This design comes from an exercise in tuning for small area and a short achievable clock period on the open sky130 flow, not from production work. Where RTL was checked, it was by simulation tests only, not by an equivalence proof against the original. Only the layout flow was run in runs 2 and 3; the RTL was not checked for function there. Power is estimated from default activity; no workload was simulated.

[design.v]
`default_nettype none
`timescale 1ns/1ps
package mmuPkg;
	localparam int addressWidth = 32;
	localparam int pageOffsetWidth = 12;
	localparam int pageNumberWidth = 20;
	localparam int entryCount = 32;
	localparam int indexWidth = 5;
	localparam int firstRandomIndex = 4;
	typedef logic [pageNumberWidth-1:0] pageNumberT;
	typedef logic [indexWidth-1:0] entryIndexT;
	typedef struct packed {
		pageNumberT frameNumber;
		logic writeAllowed;
		logic valid;
	} entryValueT;
	typedef enum logic [0:0] {indexExplicit = 1'b0, indexSearch = 1'b1} indexSourceT;
	typedef enum logic [1:0] {
		highExplicit = 2'd0,
		highVirtualAddress = 2'd1,
		highReadEntry = 2'd2
	} highSourceT;
	typedef enum logic [1:0] {lowExplicit = 2'd0, lowMatchValue = 2'd1, lowReadEntry = 2'd2} lowSourceT;
	typedef enum logic [0:0] {badExplicit = 1'b0, badVirtualAddress = 1'b1} badSourceT;
	typedef enum logic [2:0] {
		registerIndex = 3'd1,
		registerEntryHigh = 3'd2,
		registerEntryLow = 3'd3,
		registerBadAddress = 3'd4
	} specialRegisterT;
endpackage
`default_nettype wire
`default_nettype none
`timescale 1ns/1ps
module tlbEntryStore (
	input wire logic clock,
	input wire logic reset,
	input wire mmuPkg::pageNumberT searchKey,
	output logic found,
	output mmuPkg::entryIndexT matchIndex,
	output mmuPkg::entryValueT matchValue,
	input wire mmuPkg::entryIndexT accessIndex,
	output mmuPkg::pageNumberT readKey,
	output mmuPkg::entryValueT readValue,
	input wire mmuPkg::pageNumberT writeKey,
	input wire mmuPkg::entryValueT writeValue,
	input wire logic writeEnable
);
	mmuPkg::pageNumberT keys [0:mmuPkg::entryCount-1];
	logic [mmuPkg::pageNumberWidth+1:0] values [0:mmuPkg::entryCount-1];
	logic [mmuPkg::entryCount-1:0] hits;
	logic anyHit;
	mmuPkg::entryIndexT lowestHit;
	always_ff @(posedge clock) begin
		if (reset) begin
			for (int i = 0; i < mmuPkg::entryCount; i++) begin
				keys[i] <= '0;
				values[i] <= '0;
			end
		end else if (writeEnable) begin
			keys[accessIndex] <= writeKey;
			values[accessIndex] <= writeValue;
		end
	end
	always_comb begin
		for (int i = 0; i < mmuPkg::entryCount; i++) begin
			hits[i] = (keys[i] == searchKey);
		end
	end
	assign anyHit = |hits;
	always_comb begin
		lowestHit = '0;
		for (int i = mmuPkg::entryCount - 1; i >= 0; i--) begin
			if (hits[i]) begin
				lowestHit = mmuPkg::entryIndexT'(i);
			end
		end
	end
	assign found = anyHit;
	assign matchIndex = lowestHit;
	assign matchValue = anyHit ? values[lowestHit] : '0;
	assign readKey = keys[accessIndex];
	assign readValue = values[accessIndex];
endmodule
`default_nettype wire
`default_nettype none
`timescale 1ns/1ps
module tlbRegisterFile (
	input wire logic clock,
	input wire logic reset,
	input wire logic [mmuPkg::addressWidth-1:0] virtualAddress,
	input wire logic randomizeEntryIndex,
	input wire logic writeEntryEnable,
	input wire logic [mmuPkg::addressWidth-1:0] specialRegisterExplicitWriteValue,
	input wire logic tlbIndexWriteEnable,
	input wire logic tlbIndexDataSource,
	input wire logic tlbEntryHighWriteEnable,
	input wire logic [1:0] tlbEntryHighDataSource,
	input wire logic tlbEntryLowWriteEnable,
	input wire logic [1:0] tlbEntryLowDataSource,
	input wire logic tlbBadAddressWriteEnable,
	input wire logic tlbBadAddressDataSource,
	input wire logic [2:0] readIndex,
	output logic [mmuPkg::addressWidth-1:0] readValue,
	input wire logic found,
	input wire mmuPkg::entryIndexT matchIndex,
	input wire mmuPkg::entryValueT matchValue,
	input wire mmuPkg::pageNumberT readKey,
	input wire mmuPkg::entryValueT readEntryValue,
	input wire mmuPkg::entryIndexT randomIndex,
	output mmuPkg::entryIndexT accessIndex,
	output mmuPkg::pageNumberT writeKey,
	output mmuPkg::entryValueT writeValue,
	output logic writeEnable
);
	mmuPkg::entryIndexT indexRegister;
	logic invalidIndex;
	mmuPkg::pageNumberT entryHigh;
	mmuPkg::entryValueT entryLow;
	logic [mmuPkg::addressWidth-1:0] badAddress;
	always_ff @(posedge clock) begin
		if (reset) begin
			indexRegister <= '0;
			invalidIndex <= 1'b0;
		end else if (tlbIndexWriteEnable) begin
			case (tlbIndexDataSource)
				mmuPkg::indexExplicit: begin
					indexRegister <= specialRegisterExplicitWriteValue[mmuPkg::indexWidth-1:0];
					invalidIndex <= 1'b0;
				end
				mmuPkg::indexSearch: begin
					indexRegister <= found ? matchIndex : '0;
					invalidIndex <= !found;
				end
				default: begin
				end
			endcase
		end
	end
	always_ff @(posedge clock) begin
		if (reset) begin
			entryHigh <= '0;
		end else if (tlbEntryHighWriteEnable) begin
			case (tlbEntryHighDataSource)
				mmuPkg::highExplicit: begin
					entryHigh <= specialRegisterExplicitWriteValue[mmuPkg::addressWidth-1:mmuPkg::pageOffsetWidth];
				end
				mmuPkg::highVirtualAddress: begin
					entryHigh <= virtualAddress[mmuPkg::addressWidth-1:mmuPkg::pageOffsetWidth];
				end
				mmuPkg::highReadEntry: begin
					entryHigh <= readKey;
				end
				default: begin
				end
			endcase
		end
	end
	always_ff @(posedge clock) begin
		if (reset) begin
			entryLow <= '0;
		end else if (tlbEntryLowWriteEnable) begin
			case (tlbEntryLowDataSource)
				mmuPkg::lowExplicit: begin
					entryLow.frameNumber <=
						specialRegisterExplicitWriteValue[mmuPkg::addressWidth-1:mmuPkg::pageOffsetWidth];
					entryLow.writeAllowed <= specialRegisterExplicitWriteValue[1];
					entryLow.valid <= specialRegisterExplicitWriteValue[0];
				end
				mmuPkg::lowMatchValue: begin
					entryLow <= matchValue;
				end
				mmuPkg::lowReadEntry: begin
					entryLow <= readEntryValue;
				end
				default: begin
				end
			endcase
		end
	end
	always_ff @(posedge clock) begin
		if (reset) begin
			badAddress <= '0;
		end else if (tlbBadAddressWriteEnable) begin
			case (tlbBadAddressDataSource)
				mmuPkg::badExplicit: begin
					badAddress <= specialRegisterExplicitWriteValue;
				end
				mmuPkg::badVirtualAddress: begin
					badAddress <= virtualAddress;
				end
				default: begin
				end
			endcase
		end
	end
	assign accessIndex = randomizeEntryIndex ? randomIndex : indexRegister;
	assign writeKey = entryHigh;
	assign writeValue = entryLow;
	assign writeEnable = writeEntryEnable;
	always_comb begin
		case (readIndex)
			mmuPkg::registerIndex: begin
				readValue = {invalidIndex, {(mmuPkg::addressWidth - 1 - mmuPkg::indexWidth){1'b0}}, indexRegister};
			end
			mmuPkg::registerEntryHigh: begin
				readValue = {entryHigh, {mmuPkg::pageOffsetWidth{1'b0}}};
			end
			mmuPkg::registerEntryLow: begin
				readValue = {
					entryLow.frameNumber,
					{(mmuPkg::pageOffsetWidth - 2){1'b0}},
					entryLow.writeAllowed,
					entryLow.valid
				};
			end
			mmuPkg::registerBadAddress: begin
				readValue = badAddress;
			end
			default: begin
				readValue = '0;
			end
		endcase
	end
endmodule
`default_nettype wire
`default_nettype none
`timescale 1ns/1ps
module translationUnit (
	input wire logic clock,
	input wire logic reset,
	input wire logic [mmuPkg::addressWidth-1:0] virtualAddress,
	input wire logic affectRandomIndexCounter,
	output logic tlbMiss,
	output logic [mmuPkg::addressWidth-1:0] physicalAddress,
	output logic physicalAddressWriteAllowed,
	output logic physicalAddressValid,
	input wire logic found,
	input wire mmuPkg::entryValueT matchValue,
	output mmuPkg::pageNumberT searchKey,
	output mmuPkg::entryIndexT randomIndex
);
	logic directMapped;
	mmuPkg::pageNumberT frameNumber;
	mmuPkg::entryIndexT randomIndexCounter;
	assign directMapped = &virtualAddress[mmuPkg::addressWidth-1 -: 2];
	assign searchKey = virtualAddress[mmuPkg::addressWidth-1:mmuPkg::pageOffsetWidth];
	assign frameNumber = directMapped ?
		{2'b00, virtualAddress[mmuPkg::addressWidth-3:mmuPkg::pageOffsetWidth]} :
		matchValue.frameNumber;
	always_ff @(posedge clock) begin
		if (reset) begin
			tlbMiss <= 1'b0;
			physicalAddress <= '0;
			physicalAddressWriteAllowed <= 1'b0;
			physicalAddressValid <= 1'b0;
		end else begin
			tlbMiss <= !directMapped && !found;
			physicalAddress <= {frameNumber, virtualAddress[mmuPkg::pageOffsetWidth-1:0]};
			physicalAddressWriteAllowed <= directMapped || matchValue.writeAllowed;
			physicalAddressValid <= directMapped || matchValue.valid;
		end
	end
	always_ff @(posedge clock) begin
		if (reset) begin
			randomIndexCounter <= mmuPkg::entryIndexT'(mmuPkg::firstRandomIndex);
		end else if (affectRandomIndexCounter && !directMapped) begin
			if (randomIndexCounter == mmuPkg::entryIndexT'(mmuPkg::entryCount - 1)) begin
				randomIndexCounter <= mmuPkg::entryIndexT'(mmuPkg::firstRandomIndex);
			end else begin
				randomIndexCounter <= randomIndexCounter + 1'b1;
			end
		end
	end
	assign randomIndex = randomIndexCounter;
endmodule
`default_nettype wire
`default_nettype none
`timescale 1ns/1ps
module memoryManagementUnit (
	input wire logic clock,
	input wire logic reset,
	input wire logic [mmuPkg::addressWidth-1:0] virtualAddress,
	input wire logic affectRandomIndexCounter,
	output logic tlbMiss,
	output logic [mmuPkg::addressWidth-1:0] physicalAddress,
	output logic physicalAddressWriteAllowed,
	output logic physicalAddressValid,
	input wire logic randomizeEntryIndex,
	input wire logic writeEntryEnable,
	input wire logic [2:0] specialRegisterReadIndex,
	output logic [mmuPkg::addressWidth-1:0] specialRegisterReadValue,
	input wire logic [mmuPkg::addressWidth-1:0] specialRegisterExplicitWriteValue,
	input wire logic tlbIndexWriteEnable,
	input wire logic tlbIndexDataSource,
	input wire logic tlbEntryHighWriteEnable,
	input wire logic [1:0] tlbEntryHighDataSource,
	input wire logic tlbEntryLowWriteEnable,
	input wire logic [1:0] tlbEntryLowDataSource,
	input wire logic tlbBadAddressWriteEnable,
	input wire logic tlbBadAddressDataSource
);
	mmuPkg::pageNumberT searchKey;
	logic found;
	mmuPkg::entryIndexT matchIndex;
	mmuPkg::entryValueT matchValue;
	mmuPkg::entryIndexT accessIndex;
	mmuPkg::pageNumberT readKey;
	mmuPkg::entryValueT readValue;
	mmuPkg::pageNumberT writeKey;
	mmuPkg::entryValueT writeValue;
	logic writeEnable;
	mmuPkg::entryIndexT randomIndex;
	tlbEntryStore entryStore (
		.clock(clock),
		.reset(reset),
		.searchKey(searchKey),
		.found(found),
		.matchIndex(matchIndex),
		.matchValue(matchValue),
		.accessIndex(accessIndex),
		.readKey(readKey),
		.readValue(readValue),
		.writeKey(writeKey),
		.writeValue(writeValue),
		.writeEnable(writeEnable)
	);
	tlbRegisterFile registerFile (
		.clock(clock),
		.reset(reset),
		.virtualAddress(virtualAddress),
		.randomizeEntryIndex(randomizeEntryIndex),
		.writeEntryEnable(writeEntryEnable),
		.specialRegisterExplicitWriteValue(specialRegisterExplicitWriteValue),
		.tlbIndexWriteEnable(tlbIndexWriteEnable),
		.tlbIndexDataSource(tlbIndexDataSource),
		.tlbEntryHighWriteEnable(tlbEntryHighWriteEnable),
		.tlbEntryHighDataSource(tlbEntryHighDataSource),
		.tlbEntryLowWriteEnable(tlbEntryLowWriteEnable),
		.tlbEntryLowDataSource(tlbEntryLowDataSource),
		.tlbBadAddressWriteEnable(tlbBadAddressWriteEnable),
		.tlbBadAddressDataSource(tlbBadAddressDataSource),
		.readIndex(specialRegisterReadIndex),
		.readValue(specialRegisterReadValue),
		.found(found),
		.matchIndex(matchIndex),
		.matchValue(matchValue),
		.readKey(readKey),
		.readEntryValue(readValue),
		.randomIndex(randomIndex),
		.accessIndex(accessIndex),
		.writeKey(writeKey),
		.writeValue(writeValue),
		.writeEnable(writeEnable)
	);
	translationUnit translator (
		.clock(clock),
		.reset(reset),
		.virtualAddress(virtualAddress),
		.affectRandomIndexCounter(affectRandomIndexCounter),
		.tlbMiss(tlbMiss),
		.physicalAddress(physicalAddress),
		.physicalAddressWriteAllowed(physicalAddressWriteAllowed),
		.physicalAddressValid(physicalAddressValid),
		.found(found),
		.matchValue(matchValue),
		.searchKey(searchKey),
		.randomIndex(randomIndex)
	);
endmodule
`default_nettype wire
[run.sh]
#!/bin/bash
# synth_recipe.tcl (not shown) runs the flow's synth.tcl, then flattens the netlist and writes it again
# the make line also repeats each setting of config.mk as NAME=value (left out here)
make -C /OpenROAD-flow-scripts/flow DESIGN_CONFIG=/design/flow/config.mk WORK_HOME=/design/flow/orfs CLKGATE_MAP_FILE= SYNTH_SCRIPT=/design/flow/synth_recipe.tcl finish
[config.mk]
export PLATFORM = sky130hd
export DESIGN_NAME = memoryManagementUnit
export DESIGN_NICKNAME = memoryManagementUnit
export VERILOG_FILES = /design/flow/design.v
export SDC_FILE = /design/flow/constraint.sdc
export NUM_CORES = 4
export LEC_CHECK = 0
export CAP_MARGIN = 20
export CORE_MARGIN = 2
export CORE_UTILIZATION = 45
export PLACE_DENSITY = 0.6
export SLEW_MARGIN = 20
[constraint.sdc]
create_clock -name core_clock -period 6.5 [get_ports {clock}]
set_input_delay 1.3000 -clock core_clock [delete_from_list [all_inputs] [get_ports {clock}]]
set_output_delay 1.3000 -clock core_clock [all_outputs]
set_load 0.01 [all_outputs]
==> impl_metrics.ini, run 1 <==
[yosys]
yosysTopAreaCell = edfxtp_1
synth_cell_types = 78
avgSynthCellArea_um2 = 12.26
ys_top_cells_by_area = edfxtp_1 50%, and2_1 11%, mux4_2 9.4%, xnor2_1 3.7%, xor2_1 3.3%
ys_ff_latch = 1464
synth_cells = 6562
synth_common_cells = 1,362 x and2_1, 1,344 x edfxtp_1, 434 x clkbuf_1
synth_edf_count = 1344
synthArstFlopShare_pct = 0
syn-cell-area_um2 = 80480
synth.yosys.warnings = 3
post-synth-top-count-cell = and2_1
seq_area_frac_synth_pct = 53.13
synthFlopType = edfxtp_1
synth_top_area_share_pct = 50.15

[grt]
grt_pass1_wl_um = 485200
grt_antenna_before_repair = 39
grt_pass1_vias = 59390
overflow = 0
grtUsageTotal_pct = 38.54
grt_max_degree = 116

[final_layout]
nFillCells = 15290
area_growth_pct = 14.46
final_util_pct = 51.74
instances_no_fill = 9166
drive_above_1_share_pct = 18.14
fin_nets = 6755

[clock_tree]
postCtsSetupBuffers = 0
cts_tree = built
cts-root-buf = clkbuf_16
postCtsResizedCells = 0
clock_sinks = 1464
clk_pin_slew_ns = 0.06
cts_hold_buf = 0
clockBufferDepth = 3
numCtsBuffers = 165
clk_latency_ns = 0.84
cts_htree_levels = 4

[floorplan]
io_pins = 149
num_rows = 155
start_util_pct = 45.20
die_area_um2 = 182200
coreArea_um2 = 178000
fp.dieH_um = 426.9
chipWidth_um = 426.9

[detailed_routing]
wire_per_inst_um = 38.77
firstDrtPassIters = 7
drt_iter0_markers = 10490
routed_via_density = 6.692
routed_wl_um = 355400
drc = 0
vias = 61340
antenna_left = 0

[place]
dpl.cell_count = 8853
portBuffers = 148
dpl.hpwl_um = 235300
place_ws_ns = -0.2264
gp_congestion = 1.018

[power_and_ir_drop]
cellLeakagePower_nw = 32.64
ir_worst_vdd_mv = 0.2177
powerDensity_nw_per_um2 = 248.9

[sta]
setup_violations = 0
period_share_pct = 96.35
finalCriticalPeriod_ns = 6.263
slew_viol_final = 0
rsz0062_at_grt = no
tns_ns = 0
fmax_mhz = 159.7
setup_slack_ns = 0.2374
tightest_slew_ns = 1.205
clock-skew-final_ns = 0.03827
holdWs_ns = 0.4804
max_slew_margin_pct = 17.36
final_hold_viol_count = 0

[setup_path]
cp_max_fo = 17
endpoint = registerFile.entryLow[16]
crit_start = virtualAddress[16]
r2r_setup_slack_ns = 0.97
critPathCaptureType = register
worst-setup-path-type = in -> reg
worstPathRequired_ns = 7.14
r2r-start = entryStore.keys[23][13]
startpoint_type = primary input
r2r_end = registerFile.entryLow[16]
cp.arrival_ns = 6.90
reg2reg_depth = 14

[min_path]
hold_path.class = reg -> reg
holdPathStages = 2

[job]
drv_cap = 0

[run_status]
status = timing/DRC/antenna clean
==> state kept, by name (all words and copies together) (netlist names) <==
signal / flops
registerFile.entryLow: 22
registerFile.entryHigh: 20
registerFile.indexRegister: 5
translator.physicalAddressWriteAllowed: 1
translator.randomIndexCounter: 5
entryStore.values: 704
translator.physicalAddress: 32
registerFile.invalidIndex: 1
translator.tlbMiss: 1
entryStore.keys: 640
registerFile.badAddress: 32
translator.physicalAddressValid: 1
==> power by group <==
part	internal, mW	switching (mW)	leakage, nW
registers	10.6	0.278	14.9
logic	0.969	1.87	15.3
clock network	5.16	4.02	2.51
total	16.8	6.17	32.6
==> cell usage in the layout (no fill, tap or decap), types with 20 or more instances in the layout <==
cell and count:
nor2_1 238, and3_1 43, clkbuf_1 46, nor4_1 89, xnor2_1 336, clkbuf_16 173
and2_1 1360, nor2_4 33, o22ai_1 139, a31oi_1 26, o21ai_4 32, o31ai_1 43
buf_2 21, o21ai_0 171, nand3_1 100, nand2_1 229, xor2_1 304, clkinv_2 28
mux4_2 336, nor3_1 96, inv_1 40, buf_4 356, o32ai_1 28, clkdlybuf4s50_1 125
mux2_2 46, a221o_1 20, dfxtp_1 119, a221oi_1 51, buf_12 79, nand4_1 100
mux2i_1 137, a21oi_1 68, clkinv_1 29, a211oi_1 65, a21o_1 41, edfxtp_1 1344
==> cell type report <==
type / count / area, µm² / area share, %
Timing Repair Buffer: 581 / 5610 / 6.091
Clock buffer: 229 / 4639 / 5.037
Clock inverter: 71 / 474.2 / 0.5148
Multi-Input combinational cell: 4412 / 35500 / 38.53
Tap cell: 2355 / 2947 / 3.199
Antenna cell: 13 / 32.53 / 0.03532
Sequential cell: 1464 / 42760 / 46.42
Inverter: 41 / 155.1 / 0.1684
==> cell families (layout without fill, tap and decap cells) <==
| kind of cell | count (synthesis) | after routing | share of synthesized area, % |
|---|---|---|---|
| AO/OA/AOI/OAI | 879 | 879 | 7.654 |
| XOR/XNOR | 640 | 640 | 6.965 |
| adder cells (fa/ha/maj) | 8 | 8 | 0.1244 |
| buffers and inverters | 686 | 922 | 3.800 |
| flip-flops | 1464 | 1464 | 53.13 |
| multiplexers | 522 | 522 | 11.79 |
| other | 0 | 13 | 0 |
| AND/OR/NAND/NOR | 2363 | 2363 | 16.53 |
==> critical path: stages <==
cell and delay [ns]:
buf_2 0.56, buf_4 0.41, xor2_1 0.11, nor4_1 0.51, nand3_1 0.20, nor2_1 0.15, o211ai_1 0.14, a311oi_1 0.92
o221a_4 0.49, and2_2 0.48, buf_12 0.27, a221oi_1 0.14, a21oi_1 0.24, a2bb2oi_1 0.61, o22ai_1 0.25
==> per-layer routing <==
layer	vias to the layer above	wire, µm	track usage (%)
met5	-	78	0
met4	12	29320	25.73
met3	1263	45080	10.24
met2	5134	156500	58.28
met1	30640	124400	48.63
li1	24290	-	-
==> worst min path at each step <==
stage / startpoint / to / slack, ns
after floorplan: registerFile.invalidIndex / registerFile.invalidIndex / 0.45
after global placement: registerFile.invalidIndex / registerFile.invalidIndex / 0.46
final: registerFile.badAddress[6] / registerFile.badAddress[6] / 0.48
after detailed placement: registerFile.badAddress[6] / registerFile.badAddress[6] / 0.47
after CTS: registerFile.badAddress[6] / registerFile.badAddress[6] / 0.48
after global routing: registerFile.badAddress[7] / registerFile.badAddress[7] / 0.50
==> stage by stage <==
stage,area (µm²),power [mW]
2_1_floorplan,80480,12.53
3_3_place_gp,86950,13.82
3_5_place_dp,86950,13.83
4_1_cts,92070,22.83
5_1_grt,92090,23.34
6_report,92120,22.92
==> run 2, diff against run 1 <==
--- a/design.v
+++ b/design.v
@@ -47,39 +47,85 @@
 	input wire logic writeEnable
 );
-	mmuPkg::pageNumberT keys [0:mmuPkg::entryCount-1];
-	logic [mmuPkg::pageNumberWidth+1:0] values [0:mmuPkg::entryCount-1];
-	logic [mmuPkg::entryCount-1:0] hits;
-	logic anyHit;
-	mmuPkg::entryIndexT lowestHit;
+	localparam int n = mmuPkg::entryCount;
+	mmuPkg::pageNumberT keys [0:n-1];
+	logic [mmuPkg::pageNumberWidth+1:0] values [0:n-1];
+	logic [n-1:0] accessSelect;
+	always_comb begin
+		for (int i = 0; i < n; i++) begin
+			accessSelect[i] = (accessIndex == mmuPkg::entryIndexT'(i));
+		end
+	end
+	logic [n-1:0] cleared;
 	always_ff @(posedge clock) begin
 		if (reset) begin
-			for (int i = 0; i < mmuPkg::entryCount; i++) begin
-				keys[i] <= '0;
-				values[i] <= '0;
-			end
+			cleared <= '1;
 		end else if (writeEnable) begin
-			keys[accessIndex] <= writeKey;
-			values[accessIndex] <= writeValue;
+			cleared <= cleared & ~accessSelect;
 		end
 	end
+	always_ff @(posedge clock) begin
+		for (int i = 0; i < n; i++) begin
+			if (writeEnable && accessSelect[i]) begin
+				keys[i] <= writeKey;
+				values[i] <= writeValue;
+			end
+		end
+	end
+	localparam int groupSize = 4;
+	localparam int groupCount = n / groupSize;
+	logic searchZero;
+	assign searchZero = (searchKey == '0);
+	logic [n-1:0] hits;
+	logic [n-1:0] valueHits;
 	always_comb begin
-		for (int i = 0; i < mmuPkg::entryCount; i++) begin
-			hits[i] = (keys[i] == searchKey);
+		for (int i = 0; i < n; i++) begin
+			valueHits[i] = !cleared[i] && (keys[i] == searchKey);
+			hits[i] = valueHits[i] || (cleared[i] && searchZero);
 		end
 	end
-	assign anyHit = |hits;
+	assign found = |hits;
+	logic [n-1:0] firstInGroup;
+	logic [groupCount-1:0] groupHit;
+	logic [groupCount-1:0] firstGroup;
+	mmuPkg::entryValueT groupValue [0:groupCount-1];
+	logic [1:0] groupIndex [0:groupCount-1];
 	always_comb begin
-		lowestHit = '0;
-		for (int i = mmuPkg::entryCount - 1; i >= 0; i--) begin
-			if (hits[i]) begin
-				lowestHit = mmuPkg::entryIndexT'(i);
+		for (int g = 0; g < groupCount; g++) begin
+			groupHit[g] = |hits[g*groupSize +: groupSize];
+			groupValue[g] = '0;
+			groupIndex[g] = '0;
+			for (int j = 0; j < groupSize; j++) begin
+				firstInGroup[g*groupSize + j] = hits[g*groupSize + j];
+				for (int k = 0; k < j; k++) begin
+					firstInGroup[g*groupSize + j] = firstInGroup[g*groupSize + j] && !hits[g*groupSize + k];
+				end
+				groupValue[g] = groupValue[g] |
+					((firstInGroup[g*groupSize + j] && valueHits[g*groupSize + j]) ? values[g*groupSize + j] : '0);
+				groupIndex[g] = groupIndex[g] | (firstInGroup[g*groupSize + j] ? 2'(j) : 2'd0);
+			end
+		end
+		for (int g = 0; g < groupCount; g++) begin
+			firstGroup[g] = groupHit[g];
+			for (int k = 0; k < g; k++) begin
+				firstGroup[g] = firstGroup[g] && !groupHit[k];
 			end
 		end
 	end
-	assign found = anyHit;
-	assign matchIndex = lowestHit;
-	assign matchValue = anyHit ? values[lowestHit] : '0;
-	assign readKey = keys[accessIndex];
-	assign readValue = values[accessIndex];
+	always_comb begin
+		matchIndex = '0;
+		matchValue = '0;
+		for (int g = 0; g < groupCount; g++) begin
+			matchIndex = matchIndex | (firstGroup[g] ? {3'(g), groupIndex[g]} : '0);
+			matchValue = matchValue | (firstGroup[g] ? groupValue[g] : '0);
+		end
+	end
+	always_comb begin
+		readKey = '0;
+		readValue = '0;
+		for (int i = 0; i < n; i++) begin
+			readKey = readKey | ((accessSelect[i] && !cleared[i]) ? keys[i] : '0);
+			readValue = readValue | ((accessSelect[i] && !cleared[i]) ? values[i] : '0);
+		end
+	end
 endmodule
 `default_nettype wire
@@ -252,15 +298,14 @@
 		if (reset) begin
 			tlbMiss <= 1'b0;
-			physicalAddress <= '0;
-			physicalAddressWriteAllowed <= 1'b0;
-			physicalAddressValid <= 1'b0;
 		end else begin
 			tlbMiss <= !directMapped && !found;
-			physicalAddress <= {frameNumber, virtualAddress[mmuPkg::pageOffsetWidth-1:0]};
-			physicalAddressWriteAllowed <= directMapped || matchValue.writeAllowed;
-			physicalAddressValid <= directMapped || matchValue.valid;
 		end
 	end
 	always_ff @(posedge clock) begin
+		physicalAddress <= {frameNumber, virtualAddress[mmuPkg::pageOffsetWidth-1:0]};
+		physicalAddressWriteAllowed <= directMapped || matchValue.writeAllowed;
+		physicalAddressValid <= directMapped || matchValue.valid;
+	end
+	always_ff @(posedge clock) begin
 		if (reset) begin
 			randomIndexCounter <= mmuPkg::entryIndexT'(mmuPkg::firstRandomIndex);
--- a/config.mk
+++ b/config.mk
@@ -6,7 +6,9 @@
 export NUM_CORES = 4
 export LEC_CHECK = 0
+export ABC_CLOCK_PERIOD_IN_PS = 3500
 export CAP_MARGIN = 20
 export CORE_MARGIN = 2
 export CORE_UTILIZATION = 45
 export PLACE_DENSITY = 0.6
+export SETUP_SLACK_MARGIN = 2.5
 export SLEW_MARGIN = 20
==> impl_metrics.ini, run 2 <==
[setup_path]
r2r_setup_slack_ns = 2.50
reg2reg_depth = 11
worst-setup-path-type = in -> reg
cp_cell_sequence = clkbuf_4 -> or3b_2 -> a22oi_2 -> buf_4 -> and2_4 -> buf_12 -> a22oi_1 -> nand3b_1 -> o41ai_2 -> nand3_1 -> o211ai_1 -> a21oi_1
max_stage_delay_ns = 0.61
r2r-start = registerFile.indexRegister[2]
startpoint_type = primary input
crit_family = simple AND/OR/NAND/NOR gates
r2r_end = registerFile.entryHigh[13]
critPathCaptureType = register
cp_max_fo = 18
cp.arrival_ns = 4.89
cp_num_buf_inv = 3
slowest_stage = or3b_2
worstPathRequired_ns = 7.23

[final_layout]
final_cell_mix = 1,344 x edfxtp_1, 437 x xor2_1, 361 x buf_4
reg_top3 = entryStore.values (704), entryStore.keys (640)
fin_nets = 5019
nFillCells = 11690
regMostFlops = entryStore.values
stdcell_area_um2 = 77080
area_growth_pct = 19.69
largest_reg_flops = 704
final_common_cell = edfxtp_1
instances_no_fill = 6978
drive_above_1_share_pct = 18.72

[place]
dpl.cell_count = 6601
placed_area_um2 = 70180
dpl.hpwl_um = 256900
place_ws_ns = 0.3613
portBuffers = 146
gp_congestion = 1.123

[detailed_routing]
vias = 51160
antenna_left = 0
drt_iter0_markers = 10640
routed_wl_um = 372400
routed_via_density = 7.331
firstDrtPassIters = 8
wire_per_inst_um = 53.37
drc = 0

[floorplan]
fp.dieH_um = 382.3
num_rows = 138
chipWidth_um = 382.3
coreArea_um2 = 141800
start_util_pct = 45.42
die_area_um2 = 146100
io_pins = 149

[min_path]
hold_path.class = reg -> reg
holdPathStages = 2
hold_start = registerFile.badAddress[10]
hold-path-endpoint = registerFile.badAddress[10]

[yosys]
avgSynthCellArea_um2 = 14.37
synth_cells = 4482
ys_top_cells_by_area = edfxtp_1 63%, xor2_1 6.1%, dfxtp_1 4.7%, a22oi_1 2.9%, xnor2_1 2.6%
synth_edf_count = 1344
synth_cell_types = 85
yosysTopAreaCell = edfxtp_1
seq_area_frac_synth_pct = 67.34
syn-cell-area_um2 = 64390
synthArstFlopShare_pct = 0
ys_ff_latch = 1494
synthFlopType = edfxtp_1
synth.yosys.warnings = 6
post-synth-top-count-cell = edfxtp_1
synth_common_cells = 1,344 x edfxtp_1, 445 x xor2_1, 246 x a22oi_1
synth_top_area_share_pct = 62.68

[grt]
overflow = 0
grt_max_degree = 65
grt_antenna_before_repair = 38
grt_pass1_vias = 45660
grtUsageTotal_pct = 49.91
grt_pass1_wl_um = 471700

[job]
drv_cap = 0

[sta]
tightest_slew_ns = 1.207
clock-skew-final_ns = 0.05782
setup_violations = 0
max_slew_margin_pct = 19.27
setup_slack_ns = 2.344
finalCriticalPeriod_ns = 4.156
rsz0062_at_grt = yes
holdWs_ns = 0.4870
fmax_mhz = 240.6
period_share_pct = 63.94
final_hold_viol_count = 0
slew_viol_final = 0

[clock_tree]
clock_sinks = 1494
cts-root-buf = clkbuf_16
cts_tree = built
clockBufferDepth = 3
numCtsBuffers = 163
cts_htree_levels = 4
cts_hold_buf = 0
clk_latency_ns = 0.83
clk_pin_slew_ns = 0.06

[power_and_ir_drop]
power_mw = 21.66
powerDensity_nw_per_um2 = 281.0
cellLeakagePower_nw = 26.64
ir_worst_vdd_mv = 0.2947

[run_status]
status = timing/DRC/antenna clean
[run 2: cell count changes after synthesis, moves of 134 or more]
cell      change
and2_1     -1294
mux4_2      -336
clkbuf_1    -319
a22oi_1     +235
a22o_1      +171
nor2_1      -158
xnor2_1     -144
xor2_1      +141
o22ai_1     -134
[run 2: routing by layer]
metal | global-route usage (%) | wire length (µm)
met1 | 62.95 | 129600
met2 | 70.61 | 153200
met3 | 20.45 | 57810
met4 | 32.36 | 31560
met5 | 0.5291 | 279
[run 2: cell families after synthesis]
kind of cell	Yosys count	share of synthesized area, %
AO/OA/AOI/OAI	918	11.13
XOR/XNOR	637	8.664
adder cells (fa/ha/maj)	8	0.1555
buffers and inverters	352	3.025
flip-flops	1494	67.34
multiplexers	59	0.9385
other	1	0.005824
AND/OR/NAND/NOR	1013	8.740
[run 2: final cells by class]
class,count,area [µm²],share of cell area (%)
Clock inverter,84,967.2,1.255
Clock buffer,222,4432,5.750
Multi-Input combinational cell,2637,20150,26.14
Sequential cell,1494,43380,56.28
Antenna cell,18,45.04,0.05844
Inverter,50,187.7,0.2435
Tap cell,1890,2365,3.068
Timing Repair Buffer,583,5550,7.201
[run 2: worst max-delay path by stage]
stage | start | endpoint | slack, ns | cells past startpoint
6_report | randomizeEntryIndex | registerFile.entryHigh[13] | 2.34 | 12
5_1_grt | virtualAddress[21] | registerFile.indexRegister[0] | 2.46 | 13
4_1_cts | randomizeEntryIndex | registerFile.entryHigh[4] | 2.49 | 15
3_5_place_dp | randomizeEntryIndex | registerFile.entryHigh[4] | 0.36 | 13
3_3_place_gp | randomizeEntryIndex | registerFile.entryHigh[10] | -0.65 | 12
2_1_floorplan | randomizeEntryIndex | entryStore.keys[13][0] | 1.63 | 6
[run 2: timing repair]
action,in CTS,in global routing
gates resized for setup,248,88
cloned,2,3
pin swaps,12,9
endpoints found under the setup margin,632,54
buffers inserted,38,10
[run 2: per-stage QoR]
stage	setup TNS [ns]	utilization [%]
2_1_floorplan	0	-
3_5_place_dp	0	49.51
3_3_place_gp	-0.6488	49.47
6_report	0	54.37
5_1_grt	0	54.34
4_1_cts	0	53.92
[run 2: power by group]
group | switching [mW] | total, mW | internal, mW
Sequential | 0.120 | 10.7 | 10.6
Clock | 4.17 | 9.49 | 5.31
Combinational | 1.06 | 1.44 | 0.376
[run 2: worst register-to-register path, stage by stage, from the launching register on]
cell      delay (ns)
dfxtp_1         0.59
or3b_2          0.38
a22oi_2         0.12
buf_4           0.23
and2_4          0.27
buf_12          0.24
a22oi_1         0.40
nand3b_1        0.62
o41ai_2         0.59
nand3_1         0.19
o211ai_1        0.13
a21oi_1         0.09
==> run 3, diff against run 2 <==
--- a/config.mk
+++ b/config.mk
@@ -6,9 +6,9 @@
 export NUM_CORES = 4
 export LEC_CHECK = 0
-export ABC_CLOCK_PERIOD_IN_PS = 3500
+export ABC_CLOCK_PERIOD_IN_PS = 3000
 export CAP_MARGIN = 20
 export CORE_MARGIN = 2
 export CORE_UTILIZATION = 45
 export PLACE_DENSITY = 0.6
-export SETUP_SLACK_MARGIN = 2.5
+export SETUP_SLACK_MARGIN = 3.2
 export SLEW_MARGIN = 20
==> impl_metrics.ini, run 3 <==
[final_layout]
final_util_pct = 59.31
regMostFlops = entryStore.values
instances_no_fill = 7241
final_common_cell = edfxtp_1
fin_nets = 5276
multi_input_area_um2 = 23240
largest_reg_flops = 704
drive_above_1_share_pct = 29.86
nFillCells = 11060
reg_top3 = entryStore.values (704), entryStore.keys (640)
stdcell_area_um2 = 84080
final_cell_mix = 1,344 x edfxtp_1, 445 x buf_4, 394 x xor2_1
seqCellArea_um2 = 43400
area_growth_pct = 30.57

[grt]
grt_pass1_wl_um = 486700
overflow = 0
grt_antenna_before_repair = 38
grt_max_degree = 65
grtUsageTotal_pct = 51.46
grt_pass1_vias = 47800

[setup_path]
critPathCaptureType = register
cp_num_buf_inv = 4
cp_max_fo = 5
crit_family = simple AND/OR/NAND/NOR gates
startpoint_type = primary input
worst-setup-path-type = in -> reg
slowest_stage = or4_4
max_stage_delay_ns = 0.55
worstPathRequired_ns = 7.18
cp.arrival_ns = 4.54
cp_cell_sequence = buf_16 -> buf_12 -> xnor2_4 -> nand4_1 -> nor4_4 -> buf_4 -> a22o_4 -> or4_4 -> nand4b_1 -> buf_4 -> or4_4 -> a22o_1 -> o311a_1

[clock_tree]
cts-root-buf = clkbuf_16
clk_latency_ns = 0.84
numCtsBuffers = 161
clk_pin_slew_ns = 0.06
clock_sinks = 1494
cts_htree_levels = 4
cts_tree = built
clockBufferDepth = 3
cts_hold_buf = 0

[floorplan]
coreArea_um2 = 141800
io_pins = 149
die_area_um2 = 146100
num_rows = 138
chipWidth_um = 382.3
start_util_pct = 45.42
fp.dieH_um = 382.3

[sta]
setup_slack_ns = 2.639
tns_ns = 0
setup_violations = 0
fmax_mhz = 259.0
rsz0062_at_grt = yes
tightest_slew_ns = 1.240
slew_viol_final = 0
final_hold_viol_count = 0
holdWs_ns = 0.4862
finalCriticalPeriod_ns = 3.861
max_slew_margin_pct = 17.35
clock-skew-final_ns = 0.05154
period_share_pct = 59.40

[detailed_routing]
wire_per_inst_um = 53.51
drt_iter0_markers = 11630
antenna_left = 0
routed_via_density = 7.447
firstDrtPassIters = 6
drc = 0
routed_wl_um = 387500
vias = 53930

[min_path]
hold_path.class = reg -> reg

[power_and_ir_drop]
p_int_mw = 16.56
ir_worst_vdd_mv = 0.3087
power_mw = 22.04
power.share.clock_pct = 43.5
switchingPower_mw = 5.487
powerDensity_nw_per_um2 = 262.2
cellLeakagePower_nw = 29.78
power_frac_comb_pct = 7.7
p_sw_share_pct = 24.89
share_seq_of_total_power_pct = 48.8

[yosys]
post-synth-top-count-cell = edfxtp_1
syn-cell-area_um2 = 64390
yosysTopAreaCell = edfxtp_1
synth.yosys.warnings = 6
synthFlopType = edfxtp_1
synth_common_cells = 1,344 x edfxtp_1, 445 x xor2_1, 246 x a22oi_1
avgSynthCellArea_um2 = 14.37
ys_top_cells_by_area = edfxtp_1 63%, xor2_1 6.1%, dfxtp_1 4.7%, a22oi_1 2.9%, xnor2_1 2.6%
ys_ff_latch = 1494
synth_top_area_share_pct = 62.68
seq_area_frac_synth_pct = 67.34
synth_cells = 4482
synthArstFlopShare_pct = 0
synth_edf_count = 1344
synth_cell_types = 85

[run_status]
status = timing/DRC/antenna clean

[place]
dpl.hpwl_um = 249700
placed_area_um2 = 70740
gp_congestion = 1.141
dpl.cell_count = 6548
portBuffers = 146
place_ws_ns = 0.3623

[job]
drv_cap = 0
## run 3: cell types whose count changed in the layout (fill, tap and decap cells not counted), moves of 43 or more
cell | before | now
buf_4 | 361 | 445
a22oi_2 | 10 | 67
xor2_1 | 437 | 394
buf_6 | 34 | 116
buf_12 | 52 | 112
a22oi_1 | 240 | 183
a221oi_2 | 0 | 50
a221oi_1 | 163 | 113
## run 3: cells by family (layout without fill, tap and decap cells)
| family | count (synthesis) | after routing | share of synthesized area, % |
|---|---|---|---|
| flops | 1494 | 1494 | 67.34 |
| fa+ha+maj | 8 | 8 | 0.1555 |
| xor+xnor | 637 | 637 | 8.664 |
| other cells | 1 | 28 | 0.005824 |
| mux | 59 | 59 | 0.9385 |
| simple gates | 1013 | 1018 | 8.740 |
| compound gates | 918 | 918 | 11.13 |
| buf+inv | 352 | 1189 | 3.025 |
## run 3: worst register-to-register path: stages (launching register included)
cell and delay [ns]:
edfxtp_1 0.63, xor2_4 0.26, nor4_4 0.54, nand4_1 0.19, buf_6 0.19, or4_4 0.58, a31oi_1 0.29, nor3_1 0.09
o21ai_0 0.37, a21boi_0 0.19, o311a_1 0.37
## run 3: cell type report
| cell class | count | share of cell area (%) |
|---|---|---|
| Antenna cell | 26 | 0.07739 |
| Clock inverter | 87 | 1.252 |
| Sequential cell | 1494 | 51.61 |
| Tap cell | 1890 | 2.813 |
| Inverter | 50 | 0.2232 |
| Timing Repair Buffer | 837 | 11.15 |
| Multi-Input combinational cell | 2642 | 27.64 |
| Clock buffer | 215 | 5.225 |
## run 3: per-layer routing
layer  global-route usage, %  vias to the layer above  routed length (µm)
met2                   69.21                     6074              150700
met3                   25.97                     1643               68310
met5                   3.042                        -                1429
met4                   35.86                       44               37280
met1                   63.55                    27020              129800
li1                        -                    19140                   -
## run 3: final timing paths
| kind | startpoint | end | slack, ns | cells past startpoint |
|---|---|---|---|---|
| setup / recovery | virtualAddress[22] | registerFile.indexRegister[0] | 2.64 | 13 |
| hold / removal | registerFile.badAddress[5] | registerFile.badAddress[5] | 0.49 | 2 |
| setup reg to reg | entryStore.keys[26][13] | registerFile.indexRegister[0] | 2.68 | 10 |
| hold reg to reg | registerFile.badAddress[5] | registerFile.badAddress[5] | 0.49 | 2 |
## run 3: power groups by stage
stage          Sequential [mW]  Combinational, mW  Clock, mW
2_1_floorplan             10.9              0.550          0
3_3_place_gp              10.9               1.26          0
3_5_place_dp              10.9               1.26          0
4_1_cts                   10.7               1.48       9.53
5_1_grt                   10.8               1.64       9.91
6_report                  10.8               1.69       9.60
## run 3: timing repair
| item | in CTS | in global routing |
|---|---|---|
| resized for setup | 663 | 317 |
| setup buffers | 217 | 118 |
| pin swaps | 118 | 137 |
| cloned | 19 | 10 |
| setup endpoints to repair | 1432 | 130 |
==> run 4, diff against run 3 <==
--- a/design.v
+++ b/design.v
@@ -40,5 +40,5 @@
 	output mmuPkg::entryIndexT matchIndex,
 	output mmuPkg::entryValueT matchValue,
-	input wire mmuPkg::entryIndexT accessIndex,
+	input wire logic [mmuPkg::entryCount-1:0] accessSelect,
 	output mmuPkg::pageNumberT readKey,
 	output mmuPkg::entryValueT readValue,
@@ -50,23 +50,15 @@
 	mmuPkg::pageNumberT keys [0:n-1];
 	logic [mmuPkg::pageNumberWidth+1:0] values [0:n-1];
-	logic [n-1:0] accessSelect;
-	always_comb begin
-		for (int i = 0; i < n; i++) begin
-			accessSelect[i] = (accessIndex == mmuPkg::entryIndexT'(i));
-		end
-	end
-	logic [n-1:0] cleared;
-	always_ff @(posedge clock) begin
-		if (reset) begin
-			cleared <= '1;
-		end else if (writeEnable) begin
-			cleared <= cleared & ~accessSelect;
-		end
-	end
+	mmuPkg::pageNumberT loadKey;
+	logic [mmuPkg::pageNumberWidth+1:0] loadValue;
+	logic [n-1:0] loadEntry;
+	assign loadKey = writeKey & {mmuPkg::pageNumberWidth{!reset}};
+	assign loadValue = writeValue & {(mmuPkg::pageNumberWidth + 2){!reset}};
+	assign loadEntry = {n{reset}} | ({n{writeEnable}} & accessSelect);
 	always_ff @(posedge clock) begin
 		for (int i = 0; i < n; i++) begin
-			if (writeEnable && accessSelect[i]) begin
-				keys[i] <= writeKey;
-				values[i] <= writeValue;
+			if (loadEntry[i]) begin
+				keys[i] <= loadKey;
+				values[i] <= loadValue;
 			end
 		end
@@ -74,12 +66,8 @@
 	localparam int groupSize = 4;
 	localparam int groupCount = n / groupSize;
-	logic searchZero;
-	assign searchZero = (searchKey == '0);
 	logic [n-1:0] hits;
-	logic [n-1:0] valueHits;
 	always_comb begin
 		for (int i = 0; i < n; i++) begin
-			valueHits[i] = !cleared[i] && (keys[i] == searchKey);
-			hits[i] = valueHits[i] || (cleared[i] && searchZero);
+			hits[i] = (keys[i] == searchKey);
 		end
 	end
@@ -88,5 +76,5 @@
 	logic [groupCount-1:0] groupHit;
 	logic [groupCount-1:0] firstGroup;
-	mmuPkg::entryValueT groupValue [0:groupCount-1];
+	logic [mmuPkg::pageNumberWidth+1:0] groupValue [0:groupCount-1];
 	logic [1:0] groupIndex [0:groupCount-1];
 	always_comb begin
@@ -101,5 +89,5 @@
 				end
 				groupValue[g] = groupValue[g] |
-					((firstInGroup[g*groupSize + j] && valueHits[g*groupSize + j]) ? values[g*groupSize + j] : '0);
+					(firstInGroup[g*groupSize + j] ? values[g*groupSize + j] : '0);
 				groupIndex[g] = groupIndex[g] | (firstInGroup[g*groupSize + j] ? 2'(j) : 2'd0);
 			end
@@ -124,6 +112,6 @@
 		readValue = '0;
 		for (int i = 0; i < n; i++) begin
-			readKey = readKey | ((accessSelect[i] && !cleared[i]) ? keys[i] : '0);
-			readValue = readValue | ((accessSelect[i] && !cleared[i]) ? values[i] : '0);
+			readKey = readKey | (accessSelect[i] ? keys[i] : '0);
+			readValue = readValue | (accessSelect[i] ? values[i] : '0);
 		end
 	end
@@ -155,5 +143,5 @@
 	input wire mmuPkg::entryValueT readEntryValue,
 	input wire mmuPkg::entryIndexT randomIndex,
-	output mmuPkg::entryIndexT accessIndex,
+	output logic [mmuPkg::entryCount-1:0] accessSelect,
 	output mmuPkg::pageNumberT writeKey,
 	output mmuPkg::entryValueT writeValue,
@@ -241,5 +229,13 @@
 		end
 	end
-	assign accessIndex = randomizeEntryIndex ? randomIndex : indexRegister;
+	logic [mmuPkg::entryCount-1:0] indexSelect;
+	logic [mmuPkg::entryCount-1:0] randomSelect;
+	always_comb begin
+		for (int i = 0; i < mmuPkg::entryCount; i++) begin
+			indexSelect[i] = (indexRegister == mmuPkg::entryIndexT'(i));
+			randomSelect[i] = (i >= mmuPkg::firstRandomIndex) && (randomIndex == mmuPkg::entryIndexT'(i));
+		end
+	end
+	assign accessSelect = randomizeEntryIndex ? randomSelect : indexSelect;
 	assign writeKey = entryHigh;
 	assign writeValue = entryLow;
@@ -350,5 +346,5 @@
 	mmuPkg::entryIndexT matchIndex;
 	mmuPkg::entryValueT matchValue;
-	mmuPkg::entryIndexT accessIndex;
+	logic [mmuPkg::entryCount-1:0] accessSelect;
 	mmuPkg::pageNumberT readKey;
 	mmuPkg::entryValueT readValue;
@@ -364,5 +360,5 @@
 		.matchIndex(matchIndex),
 		.matchValue(matchValue),
-		.accessIndex(accessIndex),
+		.accessSelect(accessSelect),
 		.readKey(readKey),
 		.readValue(readValue),
@@ -394,5 +390,5 @@
 		.readEntryValue(readValue),
 		.randomIndex(randomIndex),
-		.accessIndex(accessIndex),
+		.accessSelect(accessSelect),
 		.writeKey(writeKey),
 		.writeValue(writeValue),
==> flow/run.sh (new file) <==
#!/bin/bash
# Standard ORFS layout with two changes: the resizer may swap a cell for any footprint,
# and the port buffers start as plain buffers instead of delay cells.
set -o pipefail
bash standard.sh MATCH_CELL_FOOTPRINT=0 "BUFFER_PORTS_ARGS=-buffer_cell sky130_fd_sc_hd__buf_2" finish > standard_flow.log 2>&1
==> standard.sh (new file) <==
#!/bin/bash
# synth_recipe.tcl (not shown) runs the flow's synth.tcl, then flattens the netlist and writes it again
# the make line also repeats each setting of config.mk as NAME=value (left out here)
make -C /OpenROAD-flow-scripts/flow DESIGN_CONFIG=/design/flow/config.mk WORK_HOME=/design/flow/orfs CLKGATE_MAP_FILE= SYNTH_SCRIPT=/design/flow/synth_recipe.tcl "${@:-finish}"
--- a/config.mk
+++ b/config.mk
@@ -6,9 +6,8 @@
 export NUM_CORES = 4
 export LEC_CHECK = 0
-export ABC_CLOCK_PERIOD_IN_PS = 3000
 export CAP_MARGIN = 20
 export CORE_MARGIN = 2
 export CORE_UTILIZATION = 45
 export PLACE_DENSITY = 0.6
-export SETUP_SLACK_MARGIN = 3.2
+export SETUP_SLACK_MARGIN = 3.0
 export SLEW_MARGIN = 20
removed: run.sh
==> impl_metrics.ini, run 4 <==
[run_status]
status = timing/DRC/antenna clean

[clock_tree]
clockBufferDepth = 3
numCtsBuffers = 161
clk_latency_ns = 0.86
clk_pin_slew_ns = 0.06
cts_hold_buf = 0
cts_tree = built
clock_sinks = 1464
cts_htree_levels = 4
cts-root-buf = clkbuf_16

[final_layout]
area_growth_pct = 32.57
reg_top3 = entryStore.values (704), entryStore.keys (640)
regMostFlops = entryStore.values
final_common_cell = edfxtp_1
final_cell_mix = 1,344 x edfxtp_1, 539 x buf_4, 359 x a22oi_1
drive_above_1_share_pct = 32.11
final_util_pct = 60.08
largest_reg_flops = 704
fin_nets = 5985

[grt]
grt_use_met1_pct = 63.94
overflow = 0
busiest_layer = met2
grt_antenna_before_repair = 50
met2_usage_pct = 67.49
grt_pass1_wl_um = 534400
grt_pass1_vias = 56060
grt_max_degree = 65
grt_use_met3_pct = 35.26
grtUsageTotal_pct = 53.11

[detailed_routing]
drt_iter0_markers = 15730
routed_wl_um = 424000
drc = 0
firstDrtPassIters = 10
routed_via_density = 7.847
antenna_left = 0
wire_per_inst_um = 52.49
vias = 63390

[floorplan]
fp.dieH_um = 392.4
die_area_um2 = 154000
io_pins = 149
num_rows = 142
start_util_pct = 45.32
coreArea_um2 = 149800
chipWidth_um = 392.4

[yosys]
syn-cell-area_um2 = 67880
synth_cells = 5088
synth_common_cells = 1,344 x edfxtp_1, 390 x a22oi_1, 388 x xor2_1
post-synth-top-count-cell = edfxtp_1
synthArstFlopShare_pct = 0
ys_ff_latch = 1464
avgSynthCellArea_um2 = 13.34
synth_cell_types = 92
synth_edf_count = 1344
seq_area_frac_synth_pct = 63.00
synthFlopType = edfxtp_1
synth_top_area_share_pct = 59.46
yosysTopAreaCell = edfxtp_1
synth.yosys.warnings = 7
ys_top_cells_by_area = edfxtp_1 59%, xor2_1 5.0%, a22oi_1 4.3%, dfxtp_1 3.5%, xnor2_1 3.3%

[sta]
fmax_mhz = 227.7
rsz0062_at_grt = yes
tightest_slew_ns = 1.328
setup_violations = 0
max_slew_margin_pct = 11.44
finalCriticalPeriod_ns = 4.392
period_share_pct = 67.57
slew_viol_final = 0
final_hold_viol_count = 0
tns_ns = 0
clock-skew-final_ns = 0.02823

[place]
gp_congestion = 1.132
dpl.hpwl_um = 266300
portBuffers = 148

[setup_path]
critPathCaptureType = register
r2r_end = translator.physicalAddress[26]
worst-setup-path-type = in -> reg
reg2reg_depth = 12
cp.arrival_ns = 5.13
worstPathRequired_ns = 7.23
cp_max_fo = 7
r2r-start = entryStore.keys[29][9]
startpoint_type = primary input
r2r_setup_slack_ns = 2.15

[min_path]
hold-path-endpoint = registerFile.entryHigh[6]
hold_start = registerFile.entryHigh[6]
hold_path.class = reg -> reg
holdPathStages = 2

[power_and_ir_drop]
ir_worst_vdd_mv = 0.2730
powerDensity_nw_per_um2 = 262.5
cellLeakagePower_nw = 32.71

[job]
drv_cap = 0
==> run 4: changes by cell type after synthesis, sizes merged, moves of 38 or more <==
| cell | delta |
|---|---|
| nand2 | +134 |
| xor2 | -57 |
| a21oi | +64 |
| xnor2 | +60 |
| a222oi | +50 |
| o21ai | +50 |
| and3 | -87 |
| nor2 | +59 |
| and2 | -45 |
| a221o | +49 |
| a22oi | +140 |
| a221oi | +38 |
| clkbuf | +102 |
==> run 4: how the worst max path moves through the flow <==
stage               cells past startpoint                              to               start
floorplan                              14  translator.physicalAddress[26]  virtualAddress[24]
global placement                       15        registerFile.entryLow[0]  virtualAddress[30]
detailed placement                     14  translator.physicalAddress[31]  virtualAddress[30]
CTS                                    15  translator.physicalAddress[26]  virtualAddress[17]
global route                           15  translator.physicalAddress[26]  virtualAddress[31]
finish                                 13  translator.physicalAddress[26]  virtualAddress[24]
==> run 4: final cells by class <==
type,count,area [µm²]
Antenna cell,33,82.58
Tap cell,2016,2522
Clock inverter,92,1046
Multi-Input combinational cell,3244,28320
Inverter,17,63.81
Timing Repair Buffer,1007,10870
Sequential cell,1464,42770
Clock buffer,205,4305
Fill cell,11610,59790
==> run 4: repair_timing <==
action	in CTS	in global routing
buffers inserted	277	93
resized for setup	737	283
hold endpoints to repair	0	0
cloned	41	8
endpoints found under the setup margin	925	251
pin swaps	202	158
==> run 4: stage by stage <==
| step | power (mW) | instances | hold slack [ns] | setup slack (ns) | instance area (µm²) |
|---|---|---|---|---|---|
| detailed placement | 13.52 | 7328 | 0.4762 | 0.09924 | 74990 |
| global route | 23.77 | 8056 | 0.4871 | 2.381 | 89930 |
| global placement | 13.52 | 7322 | 0.4573 | 0.01629 | 74850 |
| CTS | 23.14 | 7943 | 0.4737 | 2.557 | 87490 |
| finish | 23.62 | 8078 | 0.4764 | 2.108 | 89990 |
| floorplan | 12.29 | 5088 | 0.4384 | 2.568 | 69510 |
==> run 4: cells by family (layout without fill, tap and decap cells) <==
| kind of cell | count (synthesis) | after routing | synth area share (%) |
|---|---|---|---|
| flops | 1464 | 1464 | 63.00 |
| compound gates | 1428 | 1442 | 16.24 |
| simple gates | 1080 | 1083 | 8.326 |
| xor+xnor | 640 | 640 | 8.258 |
| buf+inv | 397 | 1321 | 2.951 |
| mux | 71 | 71 | 1.075 |
| fa+ha+maj | 8 | 8 | 0.1475 |
| other cells | 0 | 33 | 0 |
==> run 4: per-layer routing <==
layer  up-vias  share of wire, %
met5         -              0.52
met1     30910                33
met4        54               9.3
li1      22050                 -
met2      8161                37
met3      2219                21
==> run 4: power breakdown <==
part	internal [mW]	leakage, nW	switching, mW
clock	5.41	2.61	4.16
sequential	10.9	14.8	0.509
combinational	0.776	15.3	1.88
total	17.1	32.7	6.55
==> run 4: critical path, cell delays in order <==
cell	delay [ns]
buf_16	0.14
xnor2_2	0.14
nand4_1	0.60
nor3_2	0.42
buf_6	0.20
nand2_4	0.07
and2_4	0.26
buf_12	0.19
a22o_1	0.18
a21o_1	0.17
a222oi_1	0.58
o2111ai_2	0.45
mux2_4	0.39
==> run 5, diff against run 4 <==
--- a/design.v
+++ b/design.v
@@ -73,39 +73,37 @@
 	end
 	assign found = |hits;
-	logic [n-1:0] firstInGroup;
-	logic [groupCount-1:0] groupHit;
-	logic [groupCount-1:0] firstGroup;
-	logic [mmuPkg::pageNumberWidth+1:0] groupValue [0:groupCount-1];
-	logic [1:0] groupIndex [0:groupCount-1];
+	localparam int levels = mmuPkg::indexWidth;
+	localparam int nodeCount = 2 * n - 1;
+	logic treeHit [0:nodeCount-1];
+	logic [mmuPkg::pageNumberWidth+1:0] treeValue [0:nodeCount-1];
+	logic [mmuPkg::indexWidth-1:0] treeIndex [0:nodeCount-1];
+	function automatic int levelStart(input int level);
+		int start;
+		start = 0;
+		for (int l = 0; l < level; l++) begin
+			start = start + (n >> l);
+		end
+		levelStart = start;
+	endfunction
 	always_comb begin
-		for (int g = 0; g < groupCount; g++) begin
-			groupHit[g] = |hits[g*groupSize +: groupSize];
-			groupValue[g] = '0;
-			groupIndex[g] = '0;
-			for (int j = 0; j < groupSize; j++) begin
-				firstInGroup[g*groupSize + j] = hits[g*groupSize + j];
-				for (int k = 0; k < j; k++) begin
-					firstInGroup[g*groupSize + j] = firstInGroup[g*groupSize + j] && !hits[g*groupSize + k];
-				end
-				groupValue[g] = groupValue[g] |
-					(firstInGroup[g*groupSize + j] ? values[g*groupSize + j] : '0);
-				groupIndex[g] = groupIndex[g] | (firstInGroup[g*groupSize + j] ? 2'(j) : 2'd0);
-			end
+		for (int i = 0; i < n; i++) begin
+			treeHit[i] = hits[i];
+			treeValue[i] = (i == n - 1) ? (hits[i] ? values[i] : '0) : values[i];
+			treeIndex[i] = '0;
 		end
-		for (int g = 0; g < groupCount; g++) begin
-			firstGroup[g] = groupHit[g];
-			for (int k = 0; k < g; k++) begin
-				firstGroup[g] = firstGroup[g] && !groupHit[k];
+		for (int level = 1; level <= levels; level++) begin
+			for (int j = 0; j < (n >> level); j++) begin
+				treeHit[levelStart(level) + j] =
+					treeHit[levelStart(level - 1) + 2*j] | treeHit[levelStart(level - 1) + 2*j + 1];
+				treeValue[levelStart(level) + j] = treeHit[levelStart(level - 1) + 2*j] ?
+					treeValue[levelStart(level - 1) + 2*j] : treeValue[levelStart(level - 1) + 2*j + 1];
+				treeIndex[levelStart(level) + j] = treeHit[levelStart(level - 1) + 2*j] ?
+					treeIndex[levelStart(level - 1) + 2*j] : treeIndex[levelStart(level - 1) + 2*j + 1];
+				treeIndex[levelStart(level) + j][level - 1] = !treeHit[levelStart(level - 1) + 2*j];
 			end
 		end
 	end
-	always_comb begin
-		matchIndex = '0;
-		matchValue = '0;
-		for (int g = 0; g < groupCount; g++) begin
-			matchIndex = matchIndex | (firstGroup[g] ? {3'(g), groupIndex[g]} : '0);
-			matchValue = matchValue | (firstGroup[g] ? groupValue[g] : '0);
-		end
-	end
+	assign matchValue = treeValue[nodeCount-1];
+	assign matchIndex = treeIndex[nodeCount-1];
 	always_comb begin
 		readKey = '0;
==> impl_metrics.ini, run 5 <==
[setup_path]
crit_family = compound AO/OA/AOI/OAI gates
startpoint_type = primary input
cp.arrival_ns = 4.76
critPathCaptureType = register
worstPathRequired_ns = 7.20
worst-setup-path-type = in -> reg
cp_num_buf_inv = 7
cp_max_fo = 6
max_stage_delay_ns = 0.57
cp_cell_sequence = buf_16 -> buf_12 -> buf_4 -> buf_12 -> xnor2_2 -> nand4_1 -> nor3_4 -> buf_12 -> nor2_4 -> buf_12 -> a221oi_2 -> o21ai_1 -> a31oi_2 -> a31oi_4 -> buf_6 -> a221o_1
crit_top_cell = buf_12
slowest_stage = nand4_1

[sta]
tightest_slew_ns = 1.328
setup_violations = 0
period_share_pct = 62.41
setup_slack_ns = 2.443
rsz0062_at_grt = yes
slew_viol_final = 0
clock-skew-final_ns = 0.03566
max_slew_margin_pct = 11.44
tns_ns = 0
final_hold_viol_count = 0
finalCriticalPeriod_ns = 4.057
holdWs_ns = 0.4818
fmax_mhz = 246.5

[min_path]
hold_path.class = reg -> reg

[yosys]
syn-cell-area_um2 = 67710
synthXorXnorAreaFrac_pct = 8.279
ys_ff_latch = 1464
yosys.area_share.simple_pct = 7.854
synth_top_family_by_area = compound AO/OA/AOI/OAI gates
synth_cells = 5017
synth_fa_ha_area_share_pct = 0.1478
synth_cell_types = 84
yosysTopAreaCell = edfxtp_1
synth_top_area_share_pct = 59.61
synth_common_cells = 1,344 x edfxtp_1, 364 x xnor2_1, 335 x a22oi_1
synthArstFlopShare_pct = 0
synthMuxAreaShare_pct = 3.049
synth_compound_area_share_pct = 14.55
synthFlopType = edfxtp_1
avgSynthCellArea_um2 = 13.50
seq_area_frac_synth_pct = 63.16
synth.yosys.warnings = 8
synth_edf_count = 1344
ys_top_cells_by_area = edfxtp_1 60%, xnor2_1 4.7%, a22oi_1 3.7%, xor2_1 3.6%, dfxtp_1 3.5%
post-synth-top-count-cell = edfxtp_1

[final_layout]
final_common_cell = edfxtp_1
nFillCells = 11620
reg_top3 = entryStore.values (704), entryStore.keys (640)
final_cell_mix = 1,344 x edfxtp_1, 477 x buf_4, 318 x a22oi_1
drive_above_1_share_pct = 32.20
stdcell_area_um2 = 90230
fin_nets = 5894
regMostFlops = entryStore.values
final_util_pct = 60.31
largest_reg_flops = 704
area_growth_pct = 33.26

[detailed_routing]
routed_wl_um = 434700
dr_wl_met2_um = 157900
routed_via_density = 7.898
firstDrtPassIters = 12
drt_iter0_markers = 15170
wire_per_inst_um = 54.47
dr_wl_met3_um = 91780
drc = 0
antenna_left = 0
top_layer = met5
vias = 63040
met1_length_um = 146300

[clock_tree]
cts-root-buf = clkbuf_16
clk_latency_ns = 0.84
clock_sinks = 1464
clockBufferDepth = 3
cts_htree_levels = 4
cts_hold_buf = 0
clk_pin_slew_ns = 0.06
cts_tree = built
numCtsBuffers = 161

[power_and_ir_drop]
cellLeakagePower_nw = 33.32
powerDensity_nw_per_um2 = 263.7
ir_worst_vdd_mv = 0.2851

[floorplan]
fp.dieH_um = 391.9
io_pins = 149
num_rows = 142
chipWidth_um = 391.9
coreArea_um2 = 149600
die_area_um2 = 153600
start_util_pct = 45.26

[job]
drv_cap = 0

[place]
place_ws_ns = 0.4202
placed_area_um2 = 73650
dpl.hpwl_um = 266000
gp_congestion = 1.074
portBuffers = 148

[grt]
grt_antenna_before_repair = 44
grt_pass1_wl_um = 544100
grtUsageTotal_pct = 54.44
grt_pass1_vias = 55430
grt_max_degree = 86
overflow = 0

[run_status]
status = timing/DRC/antenna clean
-- run 5: cell types whose count changed after synthesis, moves of 30 or more --
| cell | change |
|---|---|
| a221oi_1 | -30 |
| o22ai_1 | +50 |
| mux2i_1 | +130 |
| a22oi_1 | -55 |
| clkbuf_1 | -56 |
| a22o_1 | -52 |
| a221o_1 | -33 |
| o21ai_0 | -66 |
| buf_2 | +67 |
| o21ai_1 | +33 |
| nor3_1 | +38 |
| xnor2_1 | +112 |
| nor2_1 | -65 |
| xor2_1 | -112 |
-- run 5: power breakdown --
group	leakage [nW]	switching (mW)	internal, mW
Sequential	14.8	0.545	10.9
Combinational	15.9	1.93	0.877
Clock	2.58	4.15	5.42
-- run 5: tightest hold or removal path, stage by stage, from the launching register on --
cell and delay (ns):
dfxtp_1 0.31, nor2_1 0.08, a211oi_1 0.05
-- run 5: kinds of logic (layout without fill, tap and decap cells) --
kind of cell             count (synthesis)  count (layout)
AO/OA/AOI/OAI                         1305            1316
XOR/XNOR                               640             640
adder cells (fa/ha/maj)                  8               8
buffers and inverters                  393            1288
flip-flops                            1464            1464
multiplexers                           203             204
other                                    0              33
AND/OR/NAND/NOR                       1004            1012
-- run 5: worst paths after layout --
kind | start | endpoint | slack [ns] | cells after the start
worst max-delay path | virtualAddress[13] | registerFile.entryLow[4] | 2.44 | 16
worst min-delay path | registerFile.badAddress[10] | registerFile.badAddress[10] | 0.48 | 2
worst max register to register | entryStore.keys[10][2] | registerFile.entryLow[16] | 2.54 | 13
worst min register to register | registerFile.badAddress[10] | registerFile.badAddress[10] | 0.48 | 2
-- run 5: area by class of cell --
cell class	instances	area, µm²	area share (%)
multi-input combinational	3180	28340	31.41
clock buffer	202	4299	4.765
sequential	1464	42780	47.42
tap	2016	2522	2.796
inverter	18	67.56	0.07488
antenna	33	82.58	0.09152
clock inverter	89	987.2	1.094
timing repair buffer	979	11140	12.35
-- run 5: per-stage QoR --
| stage | std cells | power, mW |
|---|---|---|
| final | 7981 | 23.79 |
| after global routing | 7951 | 23.95 |
| after CTS | 7829 | 23.28 |
| after detailed placement | 7189 | 13.61 |
| after global placement | 7184 | 13.61 |
| after floorplan | 5017 | 12.31 |
-- run 5: what timing repair did --
item / in CTS / in global routing
resized for setup: 890 / 293
gates cloned: 65 / 9
pin swaps: 212 / 172
setup buffers: 284 / 110
setup endpoints to repair: 1224 / 191
-- run 5: per-layer routing --
layer	vias up	track usage, %
li1	21690	-
met1	31140	67.24
met3	2157	36.84
met2	7988	68.29
met4	58	33.05
met5	-	2.137
==> run 6, diff against run 5 <==
--- a/config.mk
+++ b/config.mk
@@ -8,6 +8,6 @@
 export CAP_MARGIN = 20
 export CORE_MARGIN = 2
-export CORE_UTILIZATION = 45
-export PLACE_DENSITY = 0.6
+export CORE_UTILIZATION = 58
+export PLACE_DENSITY = 0.7
 export SETUP_SLACK_MARGIN = 3.0
 export SLEW_MARGIN = 20
==> impl_metrics.ini, run 6 <==
[run_status]
status = timing/DRC/antenna clean

[sta]
rsz0062_at_grt = yes
tightest_slew_ns = 1.392
finalCriticalPeriod_ns = 4.118
period_share_pct = 63.35
setup_violations = 0
max_slew_margin_pct = 7.170
clock-skew-final_ns = 0.03740

[yosys]
synth_top_area_share_pct = 59.61
syn-cell-area_um2 = 67710
synthMuxAreaShare_pct = 3.049
seq_area_frac_synth_pct = 63.16
synth.yosys.warnings = 8
yosysTopAreaCell = edfxtp_1
synthXorXnorAreaFrac_pct = 8.279
post-synth-top-count-cell = edfxtp_1
ys_top_cells_by_area = edfxtp_1 60%, xnor2_1 4.7%, a22oi_1 3.7%, xor2_1 3.6%, dfxtp_1 3.5%
synth_cell_types = 84
synth_top_family_by_area = compound AO/OA/AOI/OAI gates
ys_ff_latch = 1464
avgSynthCellArea_um2 = 13.50
synth_edf_count = 1344
yosys.area_share.simple_pct = 7.854

[place]
gp_congestion = 1.145
dpl.cell_count = 6629
placed_area_um2 = 72270

[power_and_ir_drop]
power_mw = 22.96
powerDensity_nw_per_um2 = 270.6

[clock_tree]
cts_hold_buf = 0
cts_htree_levels = 4
clk_latency_ns = 0.83
numCtsBuffers = 152
cts_tree = built
cts-root-buf = clkbuf_16
clk_pin_slew_ns = 0.06

[setup_path]
r2r-start = entryStore.keys[30][19]
crit_start = virtualAddress[31]
critPathCaptureType = register
cp.arrival_ns = 4.82
cp_max_fo = 14

[final_layout]
instances_no_fill = 7239
area_growth_pct = 25.33
stdcell_area_um2 = 84860
final_util_pct = 73.12
reg_top3 = entryStore.values (704), entryStore.keys (640)
final_cell_mix = 1,344 x edfxtp_1, 356 x buf_4, 329 x a22oi_1
regMostFlops = entryStore.values
fin_nets = 5637
nFillCells = 7418
final_common_cell = edfxtp_1

[grt]
grt_pass1_wl_um = 500000
grt_antenna_before_repair = 31
grtUsageTotal_pct = 63.21
overflow = 0
grt_pass1_vias = 55580

[detailed_routing]
drc = 0
wire_per_inst_um = 54.06
routed_via_density = 8.780
firstDrtPassIters = 15
antenna_left = 0
drt_iter0_markers = 17330
routed_wl_um = 391300

[floorplan]
io_pins = 149
die_area_um2 = 119500
fp.dieH_um = 345.7
start_util_pct = 58.34
coreArea_um2 = 116000

[min_path]
hold_path.class = reg -> reg
hold_start = registerFile.entryHigh[7]

[job]
drv_cap = 0
[run 6: cell counts after synthesis]
No cell type changed its count.
[run 6: final timing paths]
| path | to | slack, ns | depth (start not counted) |
|---|---|---|---|
| max | translator.physicalAddressValid | 2.38 | 14 |
| min | registerFile.entryHigh[7] | 0.48 | 2 |
| max reg2reg | translator.physicalAddressValid | 2.58 | 12 |
| min reg2reg | registerFile.entryHigh[7] | 0.48 | 2 |
[run 6: power by group]
| part | internal [mW] | switching [mW] | leakage (nW) |
|---|---|---|---|
| logic | 0.777 | 1.84 | 14.1 |
| clock network | 4.99 | 3.93 | 2.41 |
| registers | 10.9 | 0.546 | 14.8 |
| total | 16.6 | 6.32 | 31.3 |
[run 6: critical path, stage by stage]
cell      delay (ns)
buf_16          0.15
buf_8           0.18
xnor2_4         0.19
nand4_1         0.75
nor3_4          0.42
buf_6           0.19
nor2_4          0.08
buf_12          0.18
a221oi_2        0.29
o21ai_1         0.11
a31oi_2         0.33
a31oi_4         0.19
buf_12          0.18
or2_1           0.21
[run 6: repair_timing]
item,CTS,global route
endpoints found under the setup margin,1173,156
gates cloned,37,9
gates resized for setup,632,243
pin swaps,123,124
setup buffers,180,58
[run 6: metal layers]
metal,track usage (%),routed length (µm),vias to the layer above
met4,45.29,42990,109
met3,49.73,89750,3065
met2,75.23,134400,9150
li1,-,-,21160
met1,72.81,119700,30080
met5,22.97,4470,-
[run 6: through the flow]
step,TNS [ns],setup WS [ns],hold slack (ns)
floorplan,0,2.777,0.4350
detailed placement,0,0.3226,0.4601
global placement,-0.2276,-0.2276,0.4484
CTS,0,2.908,0.4712
finish,0,2.382,0.4753
global route,0,2.598,0.4994
[run 6: cell type report]
| class | instances | area [µm²] | share of cell area [%] |
|---|---|---|---|
| clock inverter | 78 | 779.5 | 0.9186 |
| inverter | 18 | 67.56 | 0.07962 |
| multi-input combinational | 3171 | 27000 | 31.82 |
| timing repair buffer | 740 | 8077 | 9.518 |
| sequential | 1464 | 42780 | 50.42 |
| tap | 1524 | 1907 | 2.247 |
| antenna | 53 | 132.6 | 0.1563 |
| clock buffer | 191 | 4105 | 4.838 |
[run 6: cells by family after synthesis]
logic type | count (synthesis)
AOI/OAI and AO/OA | 1305
and+or+nand+nor | 1004
adders and majority gates | 8
buffers and inverters | 393
muxes | 203
xor gates and xnor gates | 640
DFF | 1464

Setup slack of run 6, layout unchanged: 2.382 ns with ideal ports, 2.213 ns with driving cells assumed (clock clkbuf_16, inputs buf_2), 1.321 ns with port delays also shifted by the 0.891 ns mid clock arrival.
